This is an optimization exercise on Yosys and OpenROAD, whose aim is small area, a short achievable clock period and few clock cycles per item, not a production implementation. At most, simulation tests tie the RTL to the original design; equivalence was not proved. Function not checked in runs 3 to 5: the RTL went through the layout flow alone.

--- design/flow/design.v ---
`timescale 1ns/1ps
package mat_cfg_pkg;
    localparam int MAT_N  = 4;
    localparam int IDX_W  = 2;
    localparam int ADDR_W = 4;
    localparam int OPND_W = 8;
    localparam int ACC_W  = 20;
    localparam int C_W    = 18;
    typedef logic signed [OPND_W-1:0] operand_t;
    typedef logic signed [ACC_W-1:0]  acc_t;
    typedef logic [MAT_N*OPND_W-1:0] opnd_row_t;
    typedef logic [MAT_N*ACC_W-1:0] acc_row_t;
endpackage
`timescale 1ns/1ps
package mat_ctrl_pkg;
    typedef enum logic [1:0] {
        OP_NOP    = 2'd0,
        OP_LOAD_A = 2'd1,
        OP_LOAD_B = 2'd2,
        OP_START  = 2'd3
    } host_op_e;
    typedef enum logic [1:0] {
        EX_IDLE,
        EX_MAC,
        EX_STORE
    } exec_state_e;
endpackage
`timescale 1ns/1ps
import mat_ctrl_pkg::*;
module host_cmd_decode (
    input  logic                           clk,
    input  logic                           rst_n,
    input  logic                           cmd_valid,
    input  logic [1:0]                     cmd_op,
    input  logic [mat_cfg_pkg::ADDR_W-1:0] cmd_addr,
    input  mat_cfg_pkg::operand_t          cmd_data,
    input  logic                           busy,
    output logic                           wr_a,
    output logic                           wr_b,
    output logic                           sel_a,
    output logic [mat_cfg_pkg::ADDR_W-1:0] wr_addr,
    output mat_cfg_pkg::operand_t          wr_data,
    output logic                           start,
    output logic                           clr
);
    logic       cmd_vld_q;
    logic [1:0] cmd_op_q;
    logic       cmd_ok;
    always_ff @(posedge clk or negedge rst_n) begin
        if (!rst_n) begin
            cmd_vld_q <= 1'b0;
            cmd_op_q  <= OP_NOP;
            clr       <= 1'b1;
        end else begin
            cmd_vld_q <= cmd_valid;
            cmd_op_q  <= cmd_op;
            clr       <= 1'b0;
        end
    end
    always_ff @(posedge clk) begin
        wr_addr <= cmd_addr;
        wr_data <= cmd_data;
    end
    assign cmd_ok = cmd_vld_q && !busy;
    assign wr_a   = cmd_ok && (cmd_op_q == OP_LOAD_A);
    assign wr_b   = cmd_ok && (cmd_op_q == OP_LOAD_B);
    assign start  = cmd_ok && (cmd_op_q == OP_START);
    assign sel_a  = (cmd_op_q == OP_LOAD_A);
endmodule
`timescale 1ns/1ps
import mat_cfg_pkg::*;
module operand_bank (
    input  logic                                 clk,
    input  logic                                 clr,
    input  logic                                 wr_a,
    input  logic                                 wr_b,
    input  logic                                 sel_a,
    input  logic [mat_cfg_pkg::ADDR_W-1:0]       addr,
    input  mat_cfg_pkg::operand_t                data,
    output logic [OPND_W-1:0]                    old_val,
    output logic [MAT_N*OPND_W-1:0]              x_row
);
    logic [MAT_N*MAT_N*OPND_W-1:0] mat_a;
    logic [MAT_N*MAT_N*OPND_W-1:0] mat_b;
    logic [IDX_W-1:0]              ai;
    logic [IDX_W-1:0]              aj;
    logic [IDX_W-1:0]              n_sel;
    logic [IDX_W-1:0]              rot;
    logic [MAT_N*OPND_W-1:0]       a_col;
    logic [MAT_N*OPND_W-1:0]       b_row;
    logic [MAT_N*OPND_W-1:0]       vec;
    assign ai    = addr[ADDR_W-1:IDX_W];
    assign aj    = addr[IDX_W-1:0];
    assign n_sel = sel_a ? aj : ai;
    assign rot   = sel_a ? ai : aj;
    always_ff @(posedge clk) begin
        for (int e = 0; e < MAT_N*MAT_N; e++) begin
            if (clr || (wr_a && addr == ADDR_W'(e))) mat_a[e*OPND_W +: OPND_W] <= clr ? '0 : data;
            if (clr || (wr_b && addr == ADDR_W'(e))) mat_b[e*OPND_W +: OPND_W] <= clr ? '0 : data;
        end
    end
    always_comb begin
        for (int n = 0; n < MAT_N; n++) begin
            a_col[n*OPND_W +: OPND_W] = mat_a[(n*MAT_N + n_sel)*OPND_W +: OPND_W];
            b_row[n*OPND_W +: OPND_W] = mat_b[(n_sel*MAT_N + n)*OPND_W +: OPND_W];
        end
        vec = sel_a ? b_row : a_col;
        for (int m = 0; m < MAT_N; m++) begin
            logic [IDX_W-1:0] q;
            q = IDX_W'(m) - rot;
            x_row[m*OPND_W +: OPND_W] = vec[q*OPND_W +: OPND_W];
        end
        old_val = sel_a ? a_col[ai*OPND_W +: OPND_W] : b_row[aj*OPND_W +: OPND_W];
    end
endmodule
`timescale 1ns/1ps
import mat_cfg_pkg::*;
module matmul_execute (
    input  logic                            clk,
    input  logic                            rst_n,
    input  logic                            clr,
    input  logic                            start,
    input  logic                            load,
    input  logic                            sel_a,
    input  logic [ADDR_W-1:0]               addr,
    input  mat_cfg_pkg::operand_t           data,
    input  logic [OPND_W-1:0]               old_val,
    input  logic [MAT_N*OPND_W-1:0]         x_row,
    output logic                            busy,
    output logic                            done,
    output logic [MAT_N*MAT_N*C_W-1:0]    c_live
);
    localparam int DW = OPND_W + 1;
    logic                        s1_vld;
    logic signed [DW-1:0]        s1_d;
    logic [3:0]                  s1_bn  [MAT_N];
    logic [3:0]                  s1_bo  [MAT_N];
    logic [3:0]                  s1_bt  [MAT_N];
    logic [IDX_W-1:0]            s1_sel [MAT_N];
    logic signed [C_W-1:0]       c_old  [MAT_N];
    logic signed [C_W-1:0]       c_new  [MAT_N];
    always_ff @(posedge clk or negedge rst_n) begin
        if (!rst_n) begin
            busy <= 1'b0;
            done <= 1'b0;
        end else begin
            busy <= start;
            if (start) begin
                done <= 1'b0;
            end else if (busy) begin
                done <= 1'b1;
            end
        end
    end
    always_ff @(posedge clk or negedge rst_n) begin
        if (!rst_n) begin
            s1_vld <= 1'b0;
        end else begin
            s1_vld <= load;
        end
    end
    always_ff @(posedge clk) begin
        s1_d <= DW'($signed(data)) - DW'($signed(old_val));
        for (int m = 0; m < MAT_N; m++) begin
            for (int k = 0; k < 4; k++) begin
                logic [2:0] t;
                t = {x_row[m*OPND_W + 2*k + 1], x_row[m*OPND_W + 2*k],
                     (k == 0) ? 1'b0 : x_row[m*OPND_W + 2*k - 1]};
                s1_bn[m][k] <= t[2];
                s1_bo[m][k] <= t[1] ^ t[0];
                s1_bt[m][k] <= (t == 3'b011) || (t == 3'b100);
            end
            s1_sel[m] <= sel_a ? addr[ADDR_W-1:IDX_W] : IDX_W'(m) - addr[IDX_W-1:0];
        end
    end
    always_comb begin
        for (int m = 0; m < MAT_N; m++) begin
            c_old[m] = '0;
            for (int r = 0; r < MAT_N; r++) begin
                if (s1_sel[m] == IDX_W'(r)) begin
                    c_old[m] = c_live[(r*MAT_N + ((m - r) & (MAT_N - 1)))*C_W +: C_W];
                end
            end
        end
    end
    for (genvar m = 0; m < MAT_N; m++) begin : g_lane
        mac_lane u_mac (
            .d (s1_d),
            .bn(s1_bn[m]),
            .bo(s1_bo[m]),
            .bt(s1_bt[m]),
            .c (c_old[m]),
            .y (c_new[m])
        );
    end
    always_ff @(posedge clk) begin
        for (int r = 0; r < MAT_N; r++) begin
            for (int c = 0; c < MAT_N; c++) begin
                if (clr || (s1_vld && s1_sel[(r + c) % MAT_N] == IDX_W'(r))) begin
                    c_live[(r*MAT_N + c)*C_W +: C_W] <= clr ? '0 : c_new[(r + c) % MAT_N];
                end
            end
        end
    end
endmodule
module mac_lane (
    input  logic [8:0]  d,
    input  logic [3:0]  bn,
    input  logic [3:0]  bo,
    input  logic [3:0]  bt,
    input  logic [17:0] c,
    output logic [17:0] y
);
    logic p0_0, p0_1, p0_2, p0_3, p0_4, p0_5, p0_6, p0_7, p0_8, p0_9, p1_0, p1_1, p1_2, p1_3, p1_4, p1_5, p1_6, p1_7, p1_8, p1_9, p2_0, p2_1, p2_2, p2_3, p2_4, p2_5, p2_6, p2_7, p2_8, p2_9, p3_0, p3_1, p3_2, p3_3, p3_4, p3_5, p3_6, p3_7, p3_8, p3_9, s0, k0, s1, k1, s2, k2, s3, k3, s4, k4, s5, k5, s6, k6, s7, k7, s8, k8, s9, k9, s10, k10, s11, k11, s12, k12, s13, k13, s14, k14, s15, k15, s16, k16, s17, k17, s18, k18, s19, k19, s20, k20, s21, k21, s22, k22, s23, k23, s24, k24, s25, k25, s26, k26, s27, k27, s28, k28, s29, k29, s30, k30, s31, k31, s32, k32, s33, k33, s34, k34, s35, k35, s36, k36, s37, k37, s38, k38, s39, k39, s40, k40, s41, k41, s42, k42, s43, k43, s44, k44;
    logic [17:0] r0;
    logic [17:0] r1;
    assign p0_0 = ((bo[0] & d[0]) | (bt[0] & 1'b0)) ^ bn[0];
    assign p0_1 = ((bo[0] & d[1]) | (bt[0] & d[0])) ^ bn[0];
    assign p0_2 = ((bo[0] & d[2]) | (bt[0] & d[1])) ^ bn[0];
    assign p0_3 = ((bo[0] & d[3]) | (bt[0] & d[2])) ^ bn[0];
    assign p0_4 = ((bo[0] & d[4]) | (bt[0] & d[3])) ^ bn[0];
    assign p0_5 = ((bo[0] & d[5]) | (bt[0] & d[4])) ^ bn[0];
    assign p0_6 = ((bo[0] & d[6]) | (bt[0] & d[5])) ^ bn[0];
    assign p0_7 = ((bo[0] & d[7]) | (bt[0] & d[6])) ^ bn[0];
    assign p0_8 = ((bo[0] & d[8]) | (bt[0] & d[7])) ^ bn[0];
    assign p0_9 = ((bo[0] & d[8]) | (bt[0] & d[8])) ^ bn[0];
    assign p1_0 = ((bo[1] & d[0]) | (bt[1] & 1'b0)) ^ bn[1];
    assign p1_1 = ((bo[1] & d[1]) | (bt[1] & d[0])) ^ bn[1];
    assign p1_2 = ((bo[1] & d[2]) | (bt[1] & d[1])) ^ bn[1];
    assign p1_3 = ((bo[1] & d[3]) | (bt[1] & d[2])) ^ bn[1];
    assign p1_4 = ((bo[1] & d[4]) | (bt[1] & d[3])) ^ bn[1];
    assign p1_5 = ((bo[1] & d[5]) | (bt[1] & d[4])) ^ bn[1];
    assign p1_6 = ((bo[1] & d[6]) | (bt[1] & d[5])) ^ bn[1];
    assign p1_7 = ((bo[1] & d[7]) | (bt[1] & d[6])) ^ bn[1];
    assign p1_8 = ((bo[1] & d[8]) | (bt[1] & d[7])) ^ bn[1];
    assign p1_9 = ((bo[1] & d[8]) | (bt[1] & d[8])) ^ bn[1];
    assign p2_0 = ((bo[2] & d[0]) | (bt[2] & 1'b0)) ^ bn[2];
    assign p2_1 = ((bo[2] & d[1]) | (bt[2] & d[0])) ^ bn[2];
    assign p2_2 = ((bo[2] & d[2]) | (bt[2] & d[1])) ^ bn[2];
    assign p2_3 = ((bo[2] & d[3]) | (bt[2] & d[2])) ^ bn[2];
    assign p2_4 = ((bo[2] & d[4]) | (bt[2] & d[3])) ^ bn[2];
    assign p2_5 = ((bo[2] & d[5]) | (bt[2] & d[4])) ^ bn[2];
    assign p2_6 = ((bo[2] & d[6]) | (bt[2] & d[5])) ^ bn[2];
    assign p2_7 = ((bo[2] & d[7]) | (bt[2] & d[6])) ^ bn[2];
    assign p2_8 = ((bo[2] & d[8]) | (bt[2] & d[7])) ^ bn[2];
    assign p2_9 = ((bo[2] & d[8]) | (bt[2] & d[8])) ^ bn[2];
    assign p3_0 = ((bo[3] & d[0]) | (bt[3] & 1'b0)) ^ bn[3];
    assign p3_1 = ((bo[3] & d[1]) | (bt[3] & d[0])) ^ bn[3];
    assign p3_2 = ((bo[3] & d[2]) | (bt[3] & d[1])) ^ bn[3];
    assign p3_3 = ((bo[3] & d[3]) | (bt[3] & d[2])) ^ bn[3];
    assign p3_4 = ((bo[3] & d[4]) | (bt[3] & d[3])) ^ bn[3];
    assign p3_5 = ((bo[3] & d[5]) | (bt[3] & d[4])) ^ bn[3];
    assign p3_6 = ((bo[3] & d[6]) | (bt[3] & d[5])) ^ bn[3];
    assign p3_7 = ((bo[3] & d[7]) | (bt[3] & d[6])) ^ bn[3];
    assign p3_8 = ((bo[3] & d[8]) | (bt[3] & d[7])) ^ bn[3];
    assign p3_9 = ((bo[3] & d[8]) | (bt[3] & d[8])) ^ bn[3];
    assign s0 = p0_4 ^ p1_2;
    assign k0 = p0_4 & p1_2;
    assign s1 = p0_5 ^ p1_3;
    assign k1 = p0_5 & p1_3;
    assign s2 = p0_6 ^ p1_4 ^ p2_2;
    assign k2 = (p0_6 & p1_4) | (p0_6 & p2_2) | (p1_4 & p2_2);
    assign s3 = p3_0 ^ bn[3];
    assign k3 = p3_0 & bn[3];
    assign s4 = p0_7 ^ p1_5 ^ p2_3;
    assign k4 = (p0_7 & p1_5) | (p0_7 & p2_3) | (p1_5 & p2_3);
    assign s5 = p3_1 ^ c[7];
    assign k5 = p3_1 & c[7];
    assign s6 = p0_8 ^ p1_6 ^ p2_4;
    assign k6 = (p0_8 & p1_6) | (p0_8 & p2_4) | (p1_6 & p2_4);
    assign s7 = p3_2 ^ c[8];
    assign k7 = p3_2 & c[8];
    assign s8 = ~p0_9 ^ p1_7 ^ p2_5;
    assign k8 = (~p0_9 & p1_7) | (~p0_9 & p2_5) | (p1_7 & p2_5);
    assign s9 = p3_3 ^ c[9] ^ 1'b1;
    assign k9 = (p3_3 & c[9]) | (p3_3 & 1'b1) | (c[9] & 1'b1);
    assign s10 = p1_8 ^ p2_6 ^ p3_4;
    assign k10 = (p1_8 & p2_6) | (p1_8 & p3_4) | (p2_6 & p3_4);
    assign s11 = c[10] ^ 1'b1;
    assign k11 = c[10] & 1'b1;
    assign s12 = ~p1_9 ^ p2_7 ^ p3_5;
    assign k12 = (~p1_9 & p2_7) | (~p1_9 & p3_5) | (p2_7 & p3_5);
    assign s13 = p2_8 ^ p3_6;
    assign k13 = p2_8 & p3_6;
    assign s14 = p0_2 ^ p1_0;
    assign k14 = p0_2 & p1_0;
    assign s15 = p0_3 ^ p1_1;
    assign k15 = p0_3 & p1_1;
    assign s16 = p2_0 ^ bn[2] ^ c[4];
    assign k16 = (p2_0 & bn[2]) | (p2_0 & c[4]) | (bn[2] & c[4]);
    assign s17 = p2_1 ^ c[5] ^ k0;
    assign k17 = (p2_1 & c[5]) | (p2_1 & k0) | (c[5] & k0);
    assign s18 = c[6] ^ k1 ^ s2;
    assign k18 = (c[6] & k1) | (c[6] & s2) | (k1 & s2);
    assign s19 = k2 ^ k3 ^ s4;
    assign k19 = (k2 & k3) | (k2 & s4) | (k3 & s4);
    assign s20 = k4 ^ k5 ^ s6;
    assign k20 = (k4 & k5) | (k4 & s6) | (k5 & s6);
    assign s21 = k6 ^ k7 ^ s8;
    assign k21 = (k6 & k7) | (k6 & s8) | (k7 & s8);
    assign s22 = k8 ^ k9 ^ s10;
    assign k22 = (k8 & k9) | (k8 & s10) | (k9 & s10);
    assign s23 = c[11] ^ k10 ^ k11;
    assign k23 = (c[11] & k10) | (c[11] & k11) | (k10 & k11);
    assign s24 = c[12] ^ 1'b1 ^ k12;
    assign k24 = (c[12] & 1'b1) | (c[12] & k12) | (1'b1 & k12);
    assign s25 = ~p2_9 ^ p3_7 ^ c[13];
    assign k25 = (~p2_9 & p3_7) | (~p2_9 & c[13]) | (p3_7 & c[13]);
    assign s26 = p3_8 ^ c[14];
    assign k26 = p3_8 & c[14];
    assign s27 = p0_0 ^ bn[0];
    assign k27 = p0_0 & bn[0];
    assign s28 = p0_1 ^ c[1];
    assign k28 = p0_1 & c[1];
    assign s29 = bn[1] ^ c[2] ^ s14;
    assign k29 = (bn[1] & c[2]) | (bn[1] & s14) | (c[2] & s14);
    assign s30 = c[3] ^ k14 ^ s15;
    assign k30 = (c[3] & k14) | (c[3] & s15) | (k14 & s15);
    assign s31 = s0 ^ k15 ^ s16;
    assign k31 = (s0 & k15) | (s0 & s16) | (k15 & s16);
    assign s32 = s1 ^ k16 ^ s17;
    assign k32 = (s1 & k16) | (s1 & s17) | (k16 & s17);
    assign s33 = s3 ^ k17 ^ s18;
    assign k33 = (s3 & k17) | (s3 & s18) | (k17 & s18);
    assign s34 = s5 ^ k18 ^ s19;
    assign k34 = (s5 & k18) | (s5 & s19) | (k18 & s19);
    assign s35 = s7 ^ k19 ^ s20;
    assign k35 = (s7 & k19) | (s7 & s20) | (k19 & s20);
    assign s36 = s9 ^ k20 ^ s21;
    assign k36 = (s9 & k20) | (s9 & s21) | (k20 & s21);
    assign s37 = s11 ^ k21 ^ s22;
    assign k37 = (s11 & k21) | (s11 & s22) | (k21 & s22);
    assign s38 = s12 ^ k22 ^ s23;
    assign k38 = (s12 & k22) | (s12 & s23) | (k22 & s23);
    assign s39 = s13 ^ k23 ^ s24;
    assign k39 = (s13 & k23) | (s13 & s24) | (k23 & s24);
    assign s40 = k13 ^ k24 ^ s25;
    assign k40 = (k13 & k24) | (k13 & s25) | (k24 & s25);
    assign s41 = 1'b1 ^ k25 ^ s26;
    assign k41 = (1'b1 & k25) | (1'b1 & s26) | (k25 & s26);
    assign s42 = ~p3_9 ^ c[15] ^ k26;
    assign k42 = (~p3_9 & c[15]) | (~p3_9 & k26) | (c[15] & k26);
    assign s43 = c[16] ^ 1'b1;
    assign k43 = c[16] & 1'b1;
    assign s44 = c[17] ^ 1'b1;
    assign k44 = c[17] & 1'b1;
    assign r0 = {k43, k42, k41, k40, k39, k38, k37, k36, k35, k34, k33, k32, k31, k30, k29, k28, k27, c[0]};
    assign r1 = {s44, s43, s42, s41, s40, s39, s38, s37, s36, s35, s34, s33, s32, s31, s30, s29, s28, s27};
    assign y  = r0 + r1;
endmodule
`timescale 1ns/1ps
import mat_cfg_pkg::*;
module result_store (
    input  logic                           clk,
    input  logic                           copy,
    input  logic [MAT_N*MAT_N*C_W-1:0]   c_live,
    input  logic [ADDR_W-1:0]              rd_addr,
    output mat_cfg_pkg::acc_t              rd_data
);
    logic [MAT_N*MAT_N*C_W-1:0] res;
    always_ff @(posedge clk) begin
        if (copy) res <= c_live;
    end
    assign rd_data = ACC_W'($signed(res[rd_addr*C_W +: C_W]));
endmodule
`timescale 1ns/1ps
import mat_cfg_pkg::*;
module mat_engine_top (
    input  logic                           clk,
    input  logic                           rst_n,
    input  logic                           cmd_valid,
    input  logic [1:0]                     cmd_op,
    input  logic [mat_cfg_pkg::ADDR_W-1:0] cmd_addr,
    input  logic [mat_cfg_pkg::OPND_W-1:0] cmd_data,
    input  logic [mat_cfg_pkg::ADDR_W-1:0] rd_addr,
    output logic [mat_cfg_pkg::ACC_W-1:0]  rd_data,
    output logic                           busy,
    output logic                           done
);
    logic                          wr_a;
    logic                          wr_b;
    logic                          start;
    logic                          clr;
    logic [ADDR_W-1:0]             wr_addr;
    mat_cfg_pkg::operand_t         wr_data;
    logic                          sel_a;
    logic [OPND_W-1:0]             old_val;
    logic [MAT_N*OPND_W-1:0]       x_row;
    logic [MAT_N*MAT_N*C_W-1:0]  c_live;
    host_cmd_decode u_decode (
        .clk       (clk),
        .rst_n     (rst_n),
        .cmd_valid (cmd_valid),
        .cmd_op    (cmd_op),
        .cmd_addr  (cmd_addr),
        .cmd_data  (cmd_data),
        .busy      (busy),
        .wr_a      (wr_a),
        .wr_b      (wr_b),
        .sel_a     (sel_a),
        .wr_addr   (wr_addr),
        .wr_data   (wr_data),
        .start     (start),
        .clr       (clr)
    );
    operand_bank u_bank (
        .clk     (clk),
        .clr     (clr),
        .wr_a    (wr_a),
        .wr_b    (wr_b),
        .sel_a   (sel_a),
        .addr    (wr_addr),
        .data    (wr_data),
        .old_val (old_val),
        .x_row   (x_row)
    );
    matmul_execute u_exec (
        .clk       (clk),
        .rst_n     (rst_n),
        .clr       (clr),
        .start     (start),
        .load      (wr_a || wr_b),
        .sel_a     (sel_a),
        .addr      (wr_addr),
        .data      (wr_data),
        .old_val   (old_val),
        .x_row     (x_row),
        .busy      (busy),
        .done      (done),
        .c_live    (c_live)
    );
    result_store u_result (
        .clk      (clk),
        .copy     (busy),
        .c_live   (c_live),
        .rd_addr  (rd_addr),
        .rd_data  (rd_data)
    );
endmodule
--- design/flow/run.sh ---
#!/bin/bash
# synth_recipe.tcl (not shown) runs the flow's synth.tcl, then flattens the netlist and writes it again
# the make line also repeats each setting of config.mk as NAME=value (left out here)
make -C /OpenROAD-flow-scripts/flow DESIGN_CONFIG=/design/flow/config.mk WORK_HOME=/design/flow/orfs CLKGATE_MAP_FILE= SYNTH_SCRIPT=/design/flow/synth_recipe.tcl finish
--- design/flow/config.mk ---
export PLATFORM = sky130hd
export DESIGN_NAME = mat_engine_top
export DESIGN_NICKNAME = mat_engine_top
export VERILOG_FILES = /design/flow/design.v
export SDC_FILE = /design/flow/constraint.sdc
export NUM_CORES = 4
export LEC_CHECK = 0
export CAP_MARGIN = 20
export CORE_MARGIN = 2
export CORE_UTILIZATION = 65
export PLACE_DENSITY = 0.75
export SETUP_SLACK_MARGIN = 3.5
export SLEW_MARGIN = 20
--- design/flow/constraint.sdc ---
create_clock -name core_clock -period 8.5 [get_ports {clk}]
set_input_delay 1.7000 -clock core_clock [delete_from_list [all_inputs] [get_ports {clk}]]
set_output_delay 1.7000 -clock core_clock [all_outputs]
set_load 0.01 [all_outputs]
==> results of run 1 <==
metal layers:
layer / track usage / vias up / wire length (um)
met4: 0.185 / 2 / 8050
li1: - / 11929 / -
met3: 0.0655 / 365 / 12700
met1: 0.462 / 14508 / 46400
met5: 0 / - / 13
met2: 0.615 / 1795 / 66500
layout make-up:
class	instances	area, um2	area share
clock inverters	62	658	0.0127
diodes	1	2.50	0.0000483
clock buffers	109	2410	0.0465
inverters	242	908	0.0175
repair buffers	152	1720	0.0333
flip-flops and latches	914	26700	0.515
multi-input cells	1767	18200	0.352
well taps	950	1190	0.0230
Yosys cell counts, drive strengths merged, types with 12 or more instances:
master and instances:
buf 69, mux4 217, clkbuf 127, fa 113, xnor2 112, o21ai 63, dfxtp 75, o22ai 22
nor3 28, and2 13, mux2 30, o21bai 49, a21oi 59, a22o 12, xor2 108, edfxtp 832
nor2b 26, nand3 19, and3 14, nor2 126, ha 152, inv 242, a22oi 144, a31oi 13
a221oi 12, a21o 57, nand2 116, a211oi 39, mux2i 103
state kept, by name, indices dropped and copies added, names as in the netlist, 6 cells and up:
name              flops
u_exec.c_live       288
u_exec.s1_bn         16
u_exec.s1_d           9
u_exec.s1_bt         16
u_decode.wr_data      8
u_exec.s1_sel         6
u_result.res        288
u_exec.s1_bo         16
u_bank.mat_a        128
u_bank.mat_b        128
stage by stage:
stage,hold slack [ns],util,cells
after global placement,0.423,0.671,3968
after CTS,0.436,0.723,4176
after global routing,0.448,0.727,4196
after detailed placement,0.429,0.671,3968
after floorplan,0.421,-,3118
final,0.426,0.727,4197
logic make-up (layout without fill, tap and decap cells):
kind of cell    Yosys count  in the layout  synth area share
flops                   914            914             0.572
compound gates          540            541            0.0835
mux                     350            350             0.135
fa+ha+maj               265            265            0.0894
buf+inv                 438            565            0.0391
other cells               1              2         0.0000805
simple gates            390            390            0.0390
xor+xnor                220            220            0.0414
worst reg2reg max path, stage by stage, from the launching register on:
cell and delay, ns:
dfxtp_1 0.30, clkbuf_8 0.24, a22oi_1 0.27, xor2_1 0.24, fa_1 0.47, fa_1 0.53, inv_1 0.07, fa_1 0.43
ha_1 0.37, or2_2 0.35, a31oi_1 0.27, nor2_1 0.07, o31a_1 0.22, a41oi_1 0.30, xor2_1 0.28, nor2_1 0.15
worst max-delay path by stage:
| stage | from | to |
|---|---|---|
| floorplan | rd_addr[0] | rd_data[18] |
| global placement | rd_addr[1] | rd_data[0] |
| detailed placement | rd_addr[1] | rd_data[0] |
| CTS | rd_addr[1] | rd_data[0] |
| global route | rd_addr[0] | rd_data[6] |
| finish | rd_addr[0] | rd_data[6] |
timing repair:
action / 4_1_cts / 5_1_grt
cloned: 14 / 0
gates resized for setup: 101 / 38
setup buffers: 23 / 20
endpoints found under the setup margin: 150 / 113
pin swaps: 1 / 1
==> impl_metrics.env, run 1 <==
export IMPL_outcome="no timing/DRC/antenna violations"
export IMPL_worst_slack_ns=3.46
export IMPL_path_max_fanout=6
export IMPL_hold_viol_final=0
export IMPL_holdPathEnd="u_result.res[160]$_DFFE_PP_"
export IMPL_end_kind="primary output"
export IMPL_fmax_mhz=198
export IMPL_critPathBufInv=5
export IMPL_grt_overflow=0
export IMPL_start_kind="input pin"
export IMPL_synth_seq_cells=914
export IMPL_synth_area_leaders="edfxtp_1 54%, mux4_2 10%, fa_1 4.9%, ha_1 4.1%, dfxtp_1 3.2%"
export IMPL_post_synth_cell_area_avg_um2=14.9
export IMPL_wl_mm=134
export IMPL_final_area_mm2=0.0518
export IMPL_nets=3456
export IMPL_core_mm2=0.0712
export IMPL_drt_iter0_drc=3796
export IMPL_initial_core_util=0.654
export IMPL_htreeDepth=3
export IMPL_syn_nets=3404
export IMPL_detail_route_antenna_nets=0
export IMPL_tightestPinTransition_ns=1.19
export IMPL_antenna_found_initial=1
export IMPL_root_buffer="clkbuf_16"
export IMPL_rsz0062_at_grt="yes"
export IMPL_dp_slack_ns=2.65
export IMPL_critical_path_slowest_cell="mux4_2"
export IMPL_layout_drive_gt1_share=0.179
export IMPL_mostFrequentLayoutCells="832 x edfxtp_1, 238 x inv_1, 217 x mux4_2"
export IMPL_postSynthCellCount=3118
export IMPL_die_w_um=272
export IMPL_max_slew_margin_rel=0.207
export IMPL_synth_main_ff_cell="edfxtp_1"
export IMPL_final_common_cell="edfxtp_1"
export IMPL_cts_sinks=914
export IMPL_ios=43
export IMPL_grt_usage=0.366
export IMPL_drt_first_pass_iters=6
export IMPL_synth_top_cell_area_share=0.536
export IMPL_portBuffers=42
export IMPL_fp_row_count=98
export IMPL_async_reset_ff_frac=0.00766
export IMPL_via_per_inst=6.81
export IMPL_clock_path_buffers=3
export IMPL_drc_errors=0
export IMPL_worstHoldStart="u_exec.c_live[160]$_DFFE_PP_"
export IMPL_r2r_end="u_exec.c_live[70]$_DFFE_PP_"
export IMPL_grt_start_max_net_pins=192
export IMPL_syn2layout_area_growth_pct=11.2
export IMPL_path_cells="buf_16 > buf_12 > buf_12 > buf_16 > mux4_2 > mux4_2 > buf_2"
export IMPL_synth_seq_area_share=0.572
export IMPL_reg2reg_from="u_exec.s1_d[3]$_DFF_P_"
export IMPL_r2r_slack_ns=3.65
export IMPL_finalSetupViolCount=0
export IMPL_maxCapViolCount=0
export IMPL_ff2ff_path_depth=15
export IMPL_yosys_area_top_type="edfxtp_1"
export IMPL_hpwl_mm=86.3
export IMPL_min_path_type="reg -> reg"
export IMPL_die_area_mm2=0.0738
export IMPL_grt_pass1_wl_mm=193
export IMPL_clkTransAtPathRegs_ns=0.06
export IMPL_cp_depth=7
export IMPL_cts_tree="built"
export IMPL_ctsHoldBuffers=0
export IMPL_drv_slew=0
export IMPL_hold_depth=0
export IMPL_cts_buffers=93
export IMPL_synth_edf_count=832
export IMPL_ys_warn_count=15
export IMPL_layout_worst_path_cycle_share=0.593
export IMPL_setup_tns_ns=0
export IMPL_num_vias=28599
export IMPL_place_area_mm2=0.0478
export IMPL_clock_skew_ns=0.0475
export IMPL_crit_required_ns=6.80
export IMPL_crit_arrival_ns=3.34
export IMPL_clk_latency_ns=0.68
export IMPL_gp_congestion=0.962
export IMPL_crit_family="multiplexers"
export IMPL_min_period_ns=5.04
export IMPL_die_h_um=272
export IMPL_synthDistinctLibCells=79
export IMPL_syn_area_mm2=0.0466
export IMPL_grt_pass1_vias=28672
export IMPL_crit_path_max_incr_delay_ns=0.51
export IMPL_worst_setup_path_type="in -> out"
export IMPL_fillers=4298
export IMPL_wl_per_cell_um=31.9
Testbench counts, summed over its fixed seeds: cycles 12,816, items 480.
==> inputs of run 2 (changes only) <==
--- a/design/flow/config.mk
+++ b/design/flow/config.mk
@@ -9,4 +9,7 @@
 export CORE_MARGIN = 2
-export CORE_UTILIZATION = 65
-export PLACE_DENSITY = 0.75
+export CORE_UTILIZATION = 55
+export CTS_BUF_LIST = sky130_fd_sc_hd__clkbuf_16
+export CTS_CLUSTER_DIAMETER = 100
+export CTS_CLUSTER_SIZE = 30
+export PLACE_DENSITY = 0.7
 export SETUP_SLACK_MARGIN = 3.5
==> impl_metrics.env, run 2 <==
export IMPL_grt_overflow=0
export IMPL_finalSetupViolCount=0
export IMPL_grt_use_met3=0.0349
export IMPL_drc_errors=0
export IMPL_syn_area_mm2=0.0466
export IMPL_mostFrequentLayoutCells="832 x edfxtp_1, 247 x inv_1, 217 x mux4_2"
export IMPL_maxCapViolCount=0
export IMPL_start_kind="input pin"
export IMPL_worst_hold_slack_ns=0.449
export IMPL_layout_drive_gt1_share=0.146
export IMPL_path_cells="buf_16 > buf_12 > buf_12 > mux4_2 > mux4_2 > buf_6"
export IMPL_fmax_mhz=199
export IMPL_wl_mm=124
export IMPL_async_reset_ff_frac=0.00766
export IMPL_gp_congestion=0.929
export IMPL_grt_busiest_layer="met2"
export IMPL_wl_per_cell_um=29.3
export IMPL_grt_pass1_vias=27477
export IMPL_layout_worst_path_cycle_share=0.590
export IMPL_nets=3362
export IMPL_min_path_type="reg -> reg"
export IMPL_cts_sinks=914
export IMPL_worst_slack_ns=3.48
export IMPL_post_synth_cell_area_avg_um2=14.9
export IMPL_cts_buffers=39
export IMPL_hold_viol_final=0
export IMPL_postSynthCellCount=3118
export IMPL_end_kind="primary output"
export IMPL_crit_arrival_ns=3.32
export IMPL_synth_common_cells="832 x edfxtp_1, 238 x inv_1, 217 x mux4_2, 152 x ha_1, 143 x a22oi_1"
export IMPL_synth_edf_count=832
export IMPL_die_h_um=295
export IMPL_final_common_cell="edfxtp_1"
export IMPL_syn_nets=3404
export IMPL_synth_seq_area_share=0.572
export IMPL_min_period_ns=5.02
export IMPL_outcome="no timing/DRC/antenna violations"
export IMPL_grt_start_max_net_pins=93
export IMPL_synthDistinctLibCells=79
export IMPL_fp_row_count=106
export IMPL_fillers=6350
export IMPL_core_mm2=0.0838
export IMPL_worst_setup_path_type="in -> out"
export IMPL_met2_usage=0.496
export IMPL_num_vias=27270
export IMPL_synth_area_leaders="edfxtp_1 54%, mux4_2 10%, fa_1 4.9%, ha_1 4.1%, dfxtp_1 3.2%"
export IMPL_antenna_cells=0
export IMPL_clock_skew_ns=0.0318
export IMPL_ios=43
export IMPL_cts_tree="built"
export IMPL_detail_route_antenna_nets=0
export IMPL_yosys_area_top_type="edfxtp_1"
export IMPL_initial_core_util=0.556
export IMPL_die_area_mm2=0.0870
export IMPL_grt_usage=0.288
export IMPL_clk_latency_ns=0.63
export IMPL_grt_pass1_wl_mm=181
export IMPL_reg_top3="u_exec.c_live x288, u_result.res x288"
export IMPL_syn2layout_area_growth_pct=6.84
export IMPL_final_core_util=0.594
export IMPL_setup_tns_ns=0
export IMPL_max_slew_margin_rel=0.224
export IMPL_synth_main_ff_cell="edfxtp_1"
export IMPL_root_buffer="clkbuf_16"
export IMPL_drt_first_pass_iters=7
export IMPL_gr_usage_met1=0.378
export IMPL_via_per_inst=6.45
export IMPL_critical_path_slowest_cell="mux4_2"
export IMPL_synth_top_cell_area_share=0.536
export IMPL_portBuffers=42
export IMPL_die_w_um=295
export IMPL_dp_slack_ns=2.18
export IMPL_yosysMostFrequentCell="edfxtp_1"
export IMPL_hpwl_mm=86.3
export IMPL_ys_warn_count=15
export IMPL_tightestPinTransition_ns=1.16
export IMPL_drv_slew=0
export IMPL_clkTransAtPathRegs_ns=0.11
export IMPL_crit_required_ns=6.80
export IMPL_clock_path_buffers=3
export IMPL_crit_path_max_incr_delay_ns=0.51
export IMPL_antenna_found_initial=2
export IMPL_path_max_fanout=6
export IMPL_rsz0062_at_grt="yes"
export IMPL_drt_iter0_drc=3137
export IMPL_htreeDepth=2
export IMPL_synth_seq_cells=914
## run 2: cell counts after synthesis
Identical to the previous run, type by type.
## run 2: cell families after synthesis
| family | share of synthesized area |
|---|---|
| adder cells (fa/ha/maj) | 0.0894 |
| AO/OA/AOI/OAI | 0.0835 |
| multiplexers | 0.135 |
| XOR/XNOR | 0.0414 |
| flip-flops | 0.572 |
| buffers and inverters | 0.0391 |
| other | 0.0000805 |
| AND/OR/NAND/NOR | 0.0390 |
## run 2: path summary, 6_finish.rpt
check / startpoint / endpoint / slack (ns) / cells past startpoint
worst max-delay path: rd_addr[0] / rd_data[4] / 3.48 / 6
worst min-delay path: u_exec.c_live[196]$_DFFE_PP_ / u_result.res[196]$_DFFE_PP_ / 0.45 / 0
worst max register to register: u_exec.s1_sel[3][1]$_DFF_P_ / u_exec.c_live[70]$_DFFE_PP_ / 3.63 / 13
worst min register to register: u_exec.c_live[196]$_DFFE_PP_ / u_result.res[196]$_DFFE_PP_ / 0.45 / 0
max in group asynchronous: rst_n / u_decode.clr$_DFF_PN1_ / 6.90 / 1
min in group asynchronous: rst_n / u_exec.done$_DFFE_PN0P_ / 1.32 / 1
## run 2: per-layer routing
metal | part of all wire | wire length [um]
met4 | 0.043 | 5290
met1 | 0.39 | 47800
met3 | 0.070 | 8710
met5 | 0.00019 | 23
met2 | 0.50 | 62000
## run 2: cell type report
type / count / area, um2 / area share
inverter: 242 / 908 / 0.0183
tap: 1134 / 1420 / 0.0285
sequential: 914 / 26700 / 0.536
multi-input combinational: 1767 / 18300 / 0.367
timing repair buffer: 112 / 1310 / 0.0262
clock inverter: 19 / 155 / 0.00312
clock buffer: 41 / 1030 / 0.0206
## run 2: repair_timing
item / 4_1_cts / 5_1_grt
endpoints found under the setup margin: 130 / 114
pin swaps: 0 / 1
hold buffers: 0 / 0
cloned: 5 / 1
resized for setup: 69 / 37
buffers inserted: 9 / 1
endpoints found under the hold margin: 0 / 0
## run 2: metrics by stage
step                std cells  instance area (um2)
floorplan                3118                46600
global placement         4152                48000
detailed placement       4152                48000
CTS                      4226                49600
global route             4229                49800
finish                   4229                49800
## run 2: worst max-delay path, delay by kind of cell
| kind | cells | cell delay, ns |
|---|---|---|
| buffers and inverters | 4 | 0.59 |
| muxes | 2 | 1.00 |
==> inputs of run 3 (changes only) <==
--- a/design/flow/design.v
+++ b/design/flow/design.v
@@ -363,3 +363,14 @@
     end
-    assign rd_data = ACC_W'($signed(res[rd_addr*C_W +: C_W]));
+    logic [MAT_N*MAT_N-1:0] rd_sel;
+    logic [C_W-1:0]         rd_val;
+    always_comb begin
+        for (int e = 0; e < MAT_N*MAT_N; e++) begin
+            rd_sel[e] = (rd_addr == ADDR_W'(e));
+        end
+        rd_val = '0;
+        for (int e = 0; e < MAT_N*MAT_N; e++) begin
+            rd_val = rd_val | ({C_W{rd_sel[e]}} & res[e*C_W +: C_W]);
+        end
+    end
+    assign rd_data = ACC_W'($signed(rd_val));
 endmodule
--- a/design/flow/config.mk
+++ b/design/flow/config.mk
@@ -10,5 +10,2 @@
 export CORE_UTILIZATION = 55
-export CTS_BUF_LIST = sky130_fd_sc_hd__clkbuf_16
-export CTS_CLUSTER_DIAMETER = 100
-export CTS_CLUSTER_SIZE = 30
 export PLACE_DENSITY = 0.7
==> impl_metrics.env, run 3 <==
export IMPL_nets=3620
export IMPL_ff2ff_path_depth=18
export IMPL_detail_route_antenna_nets=0
export IMPL_drv_slew=0
export IMPL_path_max_fanout=7
export IMPL_worst_hold_slack_ns=0.440
export IMPL_wl_met2_mm=69.4
export IMPL_grt_usage=0.331
export IMPL_root_buffer="clkbuf_16"
export IMPL_gp_congestion=1.01
export IMPL_clock_skew_ns=0.0234
export IMPL_crit_required_ns=6.80
export IMPL_syn_area_mm2=0.0463
export IMPL_synth_top_cell_area_share=0.539
export IMPL_ctsHoldBuffers=0
export IMPL_mostFrequentLayoutCells="832 x edfxtp_1, 221 x inv_1, 206 x a22oi_1"
export IMPL_antenna_found_initial=4
export IMPL_synthDistinctLibCells=88
export IMPL_yosys_area_top_type="edfxtp_1"
export IMPL_end_kind="primary output"
export IMPL_drt_first_pass_iters=6
export IMPL_final_core_util=0.625
export IMPL_die_h_um=294
export IMPL_synth_area_leaders="edfxtp_1 54%, mux4_2 7.1%, fa_1 4.9%, ha_1 4.1%, a22oi_1 3.4%"
export IMPL_max_slew_margin_rel=0.250
export IMPL_final_common_cell="edfxtp_1"
export IMPL_clkTransAtPathRegs_ns=0.06
export IMPL_async_reset_ff_frac=0.00766
export IMPL_rsz0062_at_grt="yes"
export IMPL_synth_seq_cells=914
export IMPL_core_mm2=0.0836
export IMPL_cts_tree="built"
export IMPL_num_vias=29562
export IMPL_grt_start_max_net_pins=185
export IMPL_fmax_mhz=195
export IMPL_cts_sinks=914
export IMPL_reg_top3="u_exec.c_live x288, u_result.res x288"
export IMPL_fp_row_count=106
export IMPL_highest_layer="met4"
export IMPL_ys_warn_count=15
export IMPL_antenna_cells=0
export IMPL_grt_overflow=0
export IMPL_post_synth_cell_area_avg_um2=14.2
export IMPL_hold_viol_final=0
export IMPL_drt_iter0_drc=3428
export IMPL_fillers=6185
export IMPL_wl_mm=144
export IMPL_multi_input_area_mm2=0.0185
export IMPL_portBuffers=42
export IMPL_syn_nets=3552
export IMPL_grt_pass1_wl_mm=203
export IMPL_grt_pass1_vias=28691
export IMPL_layout_worst_path_cycle_share=0.603
export IMPL_synth_edf_count=832
export IMPL_place_area_mm2=0.0479
export IMPL_min_period_ns=5.13
export IMPL_htreeDepth=3
export IMPL_wl_met3_mm=10.5
export IMPL_yosysMostFrequentCell="edfxtp_1"
export IMPL_finalSetupViolCount=0
export IMPL_outcome="no timing/DRC/antenna violations"
export IMPL_hpwl_mm=105
export IMPL_met1_length_mm=54.8
export IMPL_min_path_type="reg -> reg"
export IMPL_crit_arrival_ns=3.43
export IMPL_layout_drive_gt1_share=0.169
export IMPL_ios=43
export IMPL_postSynthCellCount=3266
export IMPL_die_w_um=294
export IMPL_die_area_mm2=0.0866
export IMPL_worst_setup_path_type="in -> out"
export IMPL_start_kind="input pin"
export IMPL_cts_buffers=92
export IMPL_syn2layout_area_growth_pct=12.8
export IMPL_clock_path_buffers=3
export IMPL_tightestPinTransition_ns=1.12
export IMPL_drc_errors=0
export IMPL_via_per_inst=6.59
export IMPL_hold_depth=0
export IMPL_initial_core_util=0.555
export IMPL_regArea_mm2=0.0267
export IMPL_clk_latency_ns=0.65
export IMPL_synth_main_ff_cell="edfxtp_1"
export IMPL_synth_seq_area_share=0.575
export IMPL_final_area_mm2=0.0523
export IMPL_wl_per_cell_um=32.0
export IMPL_maxCapViolCount=0
export IMPL_synth_common_cells="832 x edfxtp_1, 222 x inv_1, 210 x a22oi_1, 152 x ha_1, 147 x mux4_2"
export IMPL_setup_tns_ns=0
run 3: cell types whose count changed after synthesis, moves of 13 or more:
cell | previous run | this run
inv_1 | 238 | 222
a222oi_1 | 0 | 13
nor2b_1 | 26 | 52
xor2_1 | 108 | 95
a22o_1 | 12 | 29
a221oi_1 | 11 | 36
mux4_2 | 217 | 147
xnor2_1 | 112 | 99
a22oi_1 | 143 | 210
o21ai_0 | 59 | 77
o21bai_1 | 49 | 29
a21oi_1 | 55 | 86
a31oi_1 | 12 | 25
nor3_1 | 28 | 45
run 3: path summary, 6_finish.rpt:
| kind | from | to | slack [ns] |
|---|---|---|---|
| max | rd_addr[2] | rd_data[2] | 3.37 |
| min | u_exec.c_live[209]$_DFFE_PP_ | u_result.res[209]$_DFFE_PP_ | 0.44 |
| max reg2reg | u_exec.s1_sel[2][0]$_DFF_P_ | u_exec.c_live[107]$_DFFE_PP_ | 3.66 |
| min reg2reg | u_exec.c_live[209]$_DFFE_PP_ | u_result.res[209]$_DFFE_PP_ | 0.44 |
| max in group asynchronous | rst_n | u_decode.clr$_DFF_PN1_ | 6.88 |
| min in group asynchronous | rst_n | u_decode.cmd_op_q[1]$_DFF_PN0_ | 1.32 |
run 3: area by class of cell:
class / count / area share
Sequential cell: 914 / 0.511
Multi-Input combinational cell: 1926 / 0.353
Clock buffer: 115 / 0.0473
Timing Repair Buffer: 174 / 0.0334
Tap cell: 1080 / 0.0259
Inverter: 226 / 0.0162
Clock inverter: 53 / 0.0130
run 3: per-layer routing:
layer,global-route usage,vias to the layer above
met3,0.0388,336
met5,0,-
met4,0.173,0
li1,-,12637
met2,0.547,1594
met1,0.434,14995
run 3: cell families (layout without fill, tap and decap cells):
logic type               after synthesis  in the layout  synth area share
AO/OA/AOI/OAI                        713            713             0.111
XOR/XNOR                             194            194            0.0367
adder cells (fa/ha/maj)              265            265            0.0898
buffers and inverters                428            568            0.0368
flip-flops                           914            914             0.575
multiplexers                         274            274             0.100
other                                  1              1         0.0000809
AND/OR/NAND/NOR                      477            479            0.0505
run 3: per-stage QoR:
stage,worst slack [ns],instances
after global placement,1.52,4246
after floorplan,3.51,3266
after detailed placement,1.52,4247
after global routing,3.30,4488
after CTS,3.25,4453
final,3.37,4488
run 3: worst max-delay path, stage by stage:
cell           delay [ns]
buf_16               0.11
nand2b_4             0.14
buf_6                0.10
nor2_4               0.04
buf_4                0.13
a222oi_1             0.40
nand3_1              0.22
nor2_1               0.19
o21ai_2              0.09
dlygate4sd2_1        0.29
run 3: repair_timing:
action / 4_1_cts / 5_1_grt
gates resized for setup: 156 / 85
setup endpoints to repair: 152 / 75
setup buffers: 35 / 30
pin swaps: 20 / 24
cloned: 3 / 5
==> inputs of run 4 (changes only) <==
--- a/design/flow/config.mk
+++ b/design/flow/config.mk
@@ -11,3 +11,3 @@
 export PLACE_DENSITY = 0.7
-export SETUP_SLACK_MARGIN = 3.5
+export SETUP_SLACK_MARGIN = 4.0
 export SLEW_MARGIN = 20
==> impl_metrics.env, run 4 <==
export IMPL_outcome="no timing/DRC/antenna violations"
export IMPL_syn2layout_area_growth_pct=16.8
export IMPL_rsz0062_at_grt="yes"
export IMPL_worstHoldStart="u_exec.c_live[117]$_DFFE_PP_"
export IMPL_wl_per_cell_um=33.6
export IMPL_crit_required_ns=6.80
export IMPL_core_mm2=0.0836
export IMPL_cts_sinks=914
export IMPL_antenna_found_initial=2
export IMPL_fillers=5910
export IMPL_synth_common_cells="832 x edfxtp_1, 222 x inv_1, 210 x a22oi_1, 152 x ha_1, 147 x mux4_2"
export IMPL_drc_errors=0
export IMPL_gp_congestion=0.966
export IMPL_detail_route_antenna_nets=0
export IMPL_gr_usage_met1=0.444
export IMPL_grt_use_met3=0.0440
export IMPL_fp_row_count=106
export IMPL_setup_tns_ns=0
export IMPL_layout_drive_gt1_share=0.238
export IMPL_synth_top_cell_area_share=0.539
export IMPL_clk_latency_ns=0.68
export IMPL_clock_skew_ns=0.0425
export IMPL_crit_path_start="rd_addr[2]"
export IMPL_initial_core_util=0.555
export IMPL_syn_area_mm2=0.0463
export IMPL_end_kind="primary output"
export IMPL_ctsHoldBuffers=0
export IMPL_tightestPinTransition_ns=1.16
export IMPL_start_kind="input pin"
export IMPL_synth_edf_count=832
export IMPL_min_period_ns=5.01
export IMPL_clkTransAtPathRegs_ns=0.06
export IMPL_drt_first_pass_iters=6
export IMPL_wl_mm=154
export IMPL_grt_pass1_wl_mm=214
export IMPL_grt_start_max_net_pins=84
export IMPL_synthDistinctLibCells=88
export IMPL_clock_path_buffers=3
export IMPL_synth_area_leaders="edfxtp_1 54%, mux4_2 7.1%, fa_1 4.9%, ha_1 4.1%, a22oi_1 3.4%"
export IMPL_maxCapViolCount=0
export IMPL_nets=3706
export IMPL_cts_tree="built"
export IMPL_grt_pass1_vias=29414
export IMPL_worst_setup_path_type="in -> out"
export IMPL_reg2reg_from="u_exec.s1_d[7]$_DFF_P_"
export IMPL_hpwl_mm=109
export IMPL_instances_no_fill=4572
export IMPL_finalSetupViolCount=0
export IMPL_r2r_slack_ns=3.95
export IMPL_root_buffer="clkbuf_16"
export IMPL_synth_main_ff_cell="edfxtp_1"
export IMPL_crit_arrival_ns=3.31
export IMPL_die_area_mm2=0.0866
export IMPL_grt_busiest_layer="met2"
export IMPL_grt_overflow=0
export IMPL_htreeDepth=3
export IMPL_async_reset_ff_frac=0.00766
export IMPL_post_synth_cell_area_avg_um2=14.2
export IMPL_hold_viol_final=0
export IMPL_postSynthCellCount=3266
export IMPL_path_max_fanout=4
export IMPL_portBuffers=42
export IMPL_final_common_cell="edfxtp_1"
export IMPL_die_w_um=294
export IMPL_grt_usage=0.355
export IMPL_ys_warn_count=15
export IMPL_via_per_inst=6.58
export IMPL_cts_buffers=93
export IMPL_layout_worst_path_cycle_share=0.590
export IMPL_drt_iter0_drc=3470
export IMPL_max_slew_margin_rel=0.222
export IMPL_min_path_type="reg -> reg"
export IMPL_placed_cells=4251
export IMPL_syn_nets=3552
export IMPL_yosysMostFrequentCell="edfxtp_1"
export IMPL_yosys_area_top_type="edfxtp_1"
export IMPL_die_h_um=294
export IMPL_synth_seq_area_share=0.575
export IMPL_drv_slew=0
export IMPL_synth_seq_cells=914
export IMPL_reg_top3="u_exec.c_live x288, u_result.res x288"
export IMPL_met2_usage=0.596
export IMPL_fmax_mhz=199
export IMPL_mostFrequentLayoutCells="832 x edfxtp_1, 213 x inv_1, 176 x a22oi_1"
export IMPL_num_vias=30071
export IMPL_ios=43
[run 4: changes by cell type in the layout (fill, tap and decap cells not counted), sizes merged, moves of 2 or more]
cell	change
clkinv	+4
clkdlybuf4s15	-3
bufbuf	+5
clkbuf	-3
bufinv	-11
buf	+92
dlygate4sd2	-3
inv	+2
[run 4: layout make-up]
| type | instances | area, um2 | area share |
|---|---|---|---|
| Sequential cell | 914 | 26700 | 0.494 |
| Multi-Input combinational cell | 1926 | 19400 | 0.358 |
| Timing Repair Buffer | 259 | 2930 | 0.0541 |
| Clock buffer | 117 | 2490 | 0.0460 |
| Tap cell | 1080 | 1350 | 0.0250 |
| Inverter | 226 | 848 | 0.0157 |
| Clock inverter | 49 | 400 | 0.00740 |
| Antenna cell | 1 | 2.50 | 0.0000462 |
[run 4: cells by family after synthesis]
family / synth area share
DFF: 0.575
muxes: 0.100
other: 0.0000809
adders and majority gates: 0.0898
xor gates and xnor gates: 0.0367
AOI/OAI and AO/OA: 0.111
buffers and inverters: 0.0368
and+or+nand+nor: 0.0505
[run 4: path summary, 6_finish.rpt]
kind                                                 to  depth (start not counted)
setup reg to reg           u_exec.c_live[251]$_DFFE_PP_                         16
min in group asynchronous         u_exec.busy$_DFF_PN0_                          1
setup / recovery                             rd_data[4]                         10
hold / removal              u_result.res[117]$_DFFE_PP_                          0
max in group asynchronous         u_exec.busy$_DFF_PN0_                          1
hold reg to reg             u_result.res[117]$_DFFE_PP_                          0
[run 4: through the flow]
stage | cell area [um2] | util | setup WS [ns] | hold slack, ns
6_report | 54100 | 0.648 | 3.49 | 0.424
5_1_grt | 54100 | 0.648 | 3.40 | 0.446
4_1_cts | 52700 | 0.630 | 3.43 | 0.426
3_5_place_dp | 48000 | 0.574 | 1.74 | 0.431
3_3_place_gp | 47900 | 0.574 | 1.67 | 0.422
2_1_floorplan | 46700 | - | 3.75 | 0.421
[run 4: per-layer routing]
layer / up-vias / share of wire
met5: - / 0
met4: 0 / 0.072
met3: 375 / 0.066
met2: 1489 / 0.49
met1: 15395 / 0.37
li1: 12812 / -
[run 4: critical path, stage by stage]
cell      delay [ns]
buf_12          0.11
buf_12          0.12
nand2b_4        0.12
nor3_4          0.06
buf_6           0.13
buf_6           0.12
a22oi_2         0.14
nand2_1         0.07
or4_4           0.58
buf_6           0.15
[run 4: timing repair]
item / CTS / global route
cloned: 14 / 4
resized for setup: 305 / 204
pin swaps: 60 / 101
buffers inserted: 73 / 63
endpoints found under the setup margin: 197 / 150
==> inputs of run 5 (changes only) <==
--- a/design/flow/design.v
+++ b/design/flow/design.v
@@ -138,2 +138,5 @@
     logic [3:0]                  s1_bt  [MAT_N];
+    logic                        s1_a;
+    logic [IDX_W-1:0]            s1_i;
+    logic [IDX_W-1:0]            s1_j;
     logic [IDX_W-1:0]            s1_sel [MAT_N];
@@ -163,2 +166,5 @@
         s1_d <= DW'($signed(data)) - DW'($signed(old_val));
+        s1_a <= sel_a;
+        s1_i <= addr[ADDR_W-1:IDX_W];
+        s1_j <= addr[IDX_W-1:0];
         for (int m = 0; m < MAT_N; m++) begin
@@ -172,3 +178,2 @@
             end
-            s1_sel[m] <= sel_a ? addr[ADDR_W-1:IDX_W] : IDX_W'(m) - addr[IDX_W-1:0];
         end
@@ -177,2 +182,3 @@
         for (int m = 0; m < MAT_N; m++) begin
+            s1_sel[m] = s1_a ? s1_i : IDX_W'(m) - s1_j;
             c_old[m] = '0;
@@ -198,3 +204,3 @@
             for (int c = 0; c < MAT_N; c++) begin
-                if (clr || (s1_vld && s1_sel[(r + c) % MAT_N] == IDX_W'(r))) begin
+                if (clr || (s1_vld && (s1_a ? s1_i == IDX_W'(r) : s1_j == IDX_W'(c)))) begin
                     c_live[(r*MAT_N + c)*C_W +: C_W] <= clr ? '0 : c_new[(r + c) % MAT_N];
@@ -363,14 +369,3 @@
     end
-    logic [MAT_N*MAT_N-1:0] rd_sel;
-    logic [C_W-1:0]         rd_val;
-    always_comb begin
-        for (int e = 0; e < MAT_N*MAT_N; e++) begin
-            rd_sel[e] = (rd_addr == ADDR_W'(e));
-        end
-        rd_val = '0;
-        for (int e = 0; e < MAT_N*MAT_N; e++) begin
-            rd_val = rd_val | ({C_W{rd_sel[e]}} & res[e*C_W +: C_W]);
-        end
-    end
-    assign rd_data = ACC_W'($signed(rd_val));
+    assign rd_data = ACC_W'($signed(res[rd_addr*C_W +: C_W]));
 endmodule
--- a/design/flow/config.mk
+++ b/design/flow/config.mk
@@ -10,4 +10,7 @@
 export CORE_UTILIZATION = 55
+export CTS_BUF_LIST = sky130_fd_sc_hd__clkbuf_16
+export CTS_CLUSTER_DIAMETER = 90
+export CTS_CLUSTER_SIZE = 28
 export PLACE_DENSITY = 0.7
-export SETUP_SLACK_MARGIN = 4.0
+export SETUP_SLACK_MARGIN = 3.5
 export SLEW_MARGIN = 20
==> impl_metrics.env, run 5 <==
export IMPL_start_kind="input pin"
export IMPL_num_vias=27449
export IMPL_reg_top3="u_exec.c_live x288, u_result.res x288"
export IMPL_clock_path_buffers=3
export IMPL_hold_depth=0
export IMPL_grt_pass1_vias=27132
export IMPL_drt_iter0_drc=3143
export IMPL_path_cells="buf_16 > buf_16 > buf_6 > buf_6 > mux4_2 > mux4_2 > buf_6"
export IMPL_maxCapViolCount=0
export IMPL_place_area_mm2=0.0474
export IMPL_hpwl_mm=88.4
export IMPL_setup_tns_ns=0
export IMPL_final_common_cell="edfxtp_1"
export IMPL_detail_route_antenna_nets=0
export IMPL_nets=3462
export IMPL_grt_usage=0.299
export IMPL_holdPathEnd="u_result.res[3]$_DFFE_PP_"
export IMPL_synth_top_cell_area_share=0.544
export IMPL_final_area_mm2=0.0501
export IMPL_cts_sinks=913
export IMPL_grt_start_max_net_pins=106
export IMPL_synth_seq_cells=913
export IMPL_mostFrequentLayoutCells="832 x edfxtp_1, 235 x nand2_1, 216 x inv_1"
export IMPL_via_per_inst=6.43
export IMPL_fillers=6087
export IMPL_postSynthCellCount=3155
export IMPL_rsz0062_at_grt="yes"
export IMPL_ys_warn_count=15
export IMPL_synthDistinctLibCells=72
export IMPL_synth_common_cells="832 x edfxtp_1, 238 x nand2_1, 210 x inv_1, 183 x mux4_2, 152 x ha_1"
export IMPL_die_h_um=293
export IMPL_crit_required_ns=6.80
export IMPL_wl_mm=129
export IMPL_gp_congestion=0.987
export IMPL_yosysMostFrequentCell="edfxtp_1"
export IMPL_crit_top_cell="buf_6"
export IMPL_yosys_area_top_type="edfxtp_1"
export IMPL_drc_errors=0
export IMPL_synth_edf_count=832
export IMPL_die_w_um=293
export IMPL_crit_arrival_ns=3.34
export IMPL_antenna_found_initial=1
export IMPL_reg2reg_from="u_exec.s1_j[0]$_DFF_P_"
export IMPL_synth_area_leaders="edfxtp_1 54%, mux4_2 9.0%, fa_1 4.9%, ha_1 4.1%, dfxtp_1 3.2%"
export IMPL_core_mm2=0.0824
export IMPL_clkTransAtPathRegs_ns=0.10
export IMPL_cts_buffers=42
export IMPL_cts_tree="built"
export IMPL_clock_skew_ns=0.0402
export IMPL_max_slew_margin_rel=0.169
export IMPL_hold_viol_final=0
export IMPL_finalSetupViolCount=0
export IMPL_end_kind="primary output"
export IMPL_outcome="no timing/DRC/antenna violations"
export IMPL_r2r_slack_ns=3.56
export IMPL_grt_overflow=0
export IMPL_ios=43
export IMPL_min_path_type="reg -> reg"
export IMPL_fmax_mhz=199
export IMPL_fp_row_count=105
export IMPL_drt_first_pass_iters=6
export IMPL_grt_pass1_wl_mm=185
export IMPL_root_buffer="clkbuf_16"
export IMPL_syn_nets=3441
export IMPL_drv_slew=0
export IMPL_ctsHoldBuffers=0
export IMPL_portBuffers=42
export IMPL_htreeDepth=2
export IMPL_clk_latency_ns=0.63
export IMPL_post_synth_cell_area_avg_um2=14.6
export IMPL_async_reset_ff_frac=0.00767
export IMPL_synth_main_ff_cell="edfxtp_1"
export IMPL_initial_core_util=0.558
export IMPL_synth_seq_area_share=0.580
export IMPL_syn_area_mm2=0.0459
export IMPL_layout_drive_gt1_share=0.167
export IMPL_ff2ff_path_depth=20
export IMPL_worst_setup_path_type="in -> out"
export IMPL_min_period_ns=5.04
export IMPL_crit_path_max_incr_delay_ns=0.53
export IMPL_wl_per_cell_um=30.1
export IMPL_syn2layout_area_growth_pct=9.11
export IMPL_path_max_fanout=8
export IMPL_layout_worst_path_cycle_share=0.592
export IMPL_tightestPinTransition_ns=1.23
export IMPL_critical_path_slowest_cell="mux4_2"
export IMPL_antenna_cells=0
export IMPL_r2r_end="u_exec.c_live[286]$_DFFE_PP_"
export IMPL_worstHoldStart="u_exec.c_live[3]$_DFFE_PP_"
export IMPL_die_area_mm2=0.0858
==> run 5: changes by cell type after synthesis, moves of 23 or more <==
cell | before | now
a211oi_1 | 39 | 16
a21oi_1 | 86 | 53
a221oi_1 | 36 | 7
a22o_1 | 29 | 6
a22oi_1 | 210 | 137
mux2i_1 | 96 | 121
mux4_2 | 147 | 183
nand2_1 | 124 | 238
nor3_1 | 45 | 12
o21ai_0 | 77 | 54
==> run 5: critical path, delay by kind of cell <==
family | cells | cell delay, ns
mux | 2 | 1.01
buf+inv | 5 | 0.62
==> run 5: worst max-delay path by stage <==
stage                            from  slack [ns]                           to
2_1_floorplan              rd_addr[0]        3.50                  rd_data[18]
3_3_place_gp               rd_addr[1]        2.36                   rd_data[5]
3_5_place_dp               rd_addr[1]        2.29                   rd_data[9]
4_1_cts                    rd_addr[0]        3.36                   rd_data[6]
5_1_grt        u_exec.s1_j[0]$_DFF_P_        3.40  u_exec.c_live[53]$_DFFE_PP_
6_report                   rd_addr[0]        3.46                   rd_data[3]
==> run 5: metrics by stage <==
step                      setup slack, ns   util  hold slack [ns]  instances
after floorplan                      3.50      -            0.326       3155
after global placement               2.36  0.575            0.423       4136
after detailed placement             2.29  0.575            0.430       4136
after CTS                            3.36  0.603            0.446       4244
after global routing                 3.40  0.608            0.455       4267
final                                3.46  0.608            0.448       4267
==> run 5: cell families (layout without fill, tap and decap cells) <==
family                   Yosys count  count (layout)  share of synthesized area
multiplexers                     344             344                      0.126
adder cells (fa/ha/maj)          265             265                     0.0907
XOR/XNOR                         222             222                     0.0423
buffers and inverters            401             440                     0.0352
AND/OR/NAND/NOR                  514             516                     0.0507
flip-flops                       913             913                      0.580
AO/OA/AOI/OAI                    495             496                     0.0746
other                              1               1                  0.0000816
==> run 5: final cells by class <==
type                       instances  area [um2]  share of cell area
timing repair buffer             160        1810              0.0361
inverter                         215         813              0.0162
clock buffer                      42        1050              0.0210
sequential                       913       26700               0.532
tap                             1070        1340              0.0267
clock inverter                    23         256             0.00512
multi-input combinational       1844       18200               0.363
==> run 5: repair_timing <==
action	4_1_cts	5_1_grt
resized for setup	138	84
pin swaps	7	15
setup buffers	34	20
endpoints found under the setup margin	197	122
cloned	9	2
hold endpoints to repair	0	0
==> run 5: routing by layer <==
| layer | global-route usage | routed length [um] | up-vias |
|---|---|---|---|
| met2 | 0.499 | 62600 | 1388 |
| met1 | 0.391 | 49000 | 14009 |
| met5 | 0 | 17 | - |
| li1 | - | - | 11764 |
| met3 | 0.0366 | 9540 | 286 |
| met4 | 0.143 | 7400 | 2 |

separate check: timing with driven ports:
No port has a modelled driver above. Below, the same layouts with a new extraction and two added sets of constraints. Step 1: set_driving_cell puts a clkbuf_16 on clk and a buf_2 on each other input, an assumption about the parent block. Step 2 times the ports against the registers' clock, not the clock port: input delays grow and output delays shrink by t, the midpoint of the rising clock arrivals with the driver on. a / b / c = no drivers / after step 1 / after step 2; a / b = the first two.
run	shift t [ns]	setup WS [ns]	hold slack, ns	worst setup path at the end	worst register clock-pin slew, ns
run 1	0.724	3.456 / 3.205 / 3.205	0.426 / 0.426 / 0.426	input to output	0.07 / 0.07
run 2	0.680	3.483 / 3.137 / 3.137	0.449 / 0.449 / 0.449	input to output	0.12 / 0.12
run 3	0.722	3.373 / 3.283 / 3.283	0.440 / 0.440 / 0.440	input to output	0.07 / 0.07
run 4	0.732	3.485 / 3.398 / 3.398	0.424 / 0.424 / 0.424	input to output	0.07 / 0.07
run 5	0.677	3.465 / 3.258 / 3.258	0.448 / 0.448 / 0.448	input to output	0.11 / 0.11
After both steps setup and hold are still met in every run listed. The setup slack of run 2, which loses most, moves by -0.346 ns with the drivers and by -0.346 ns with both steps.
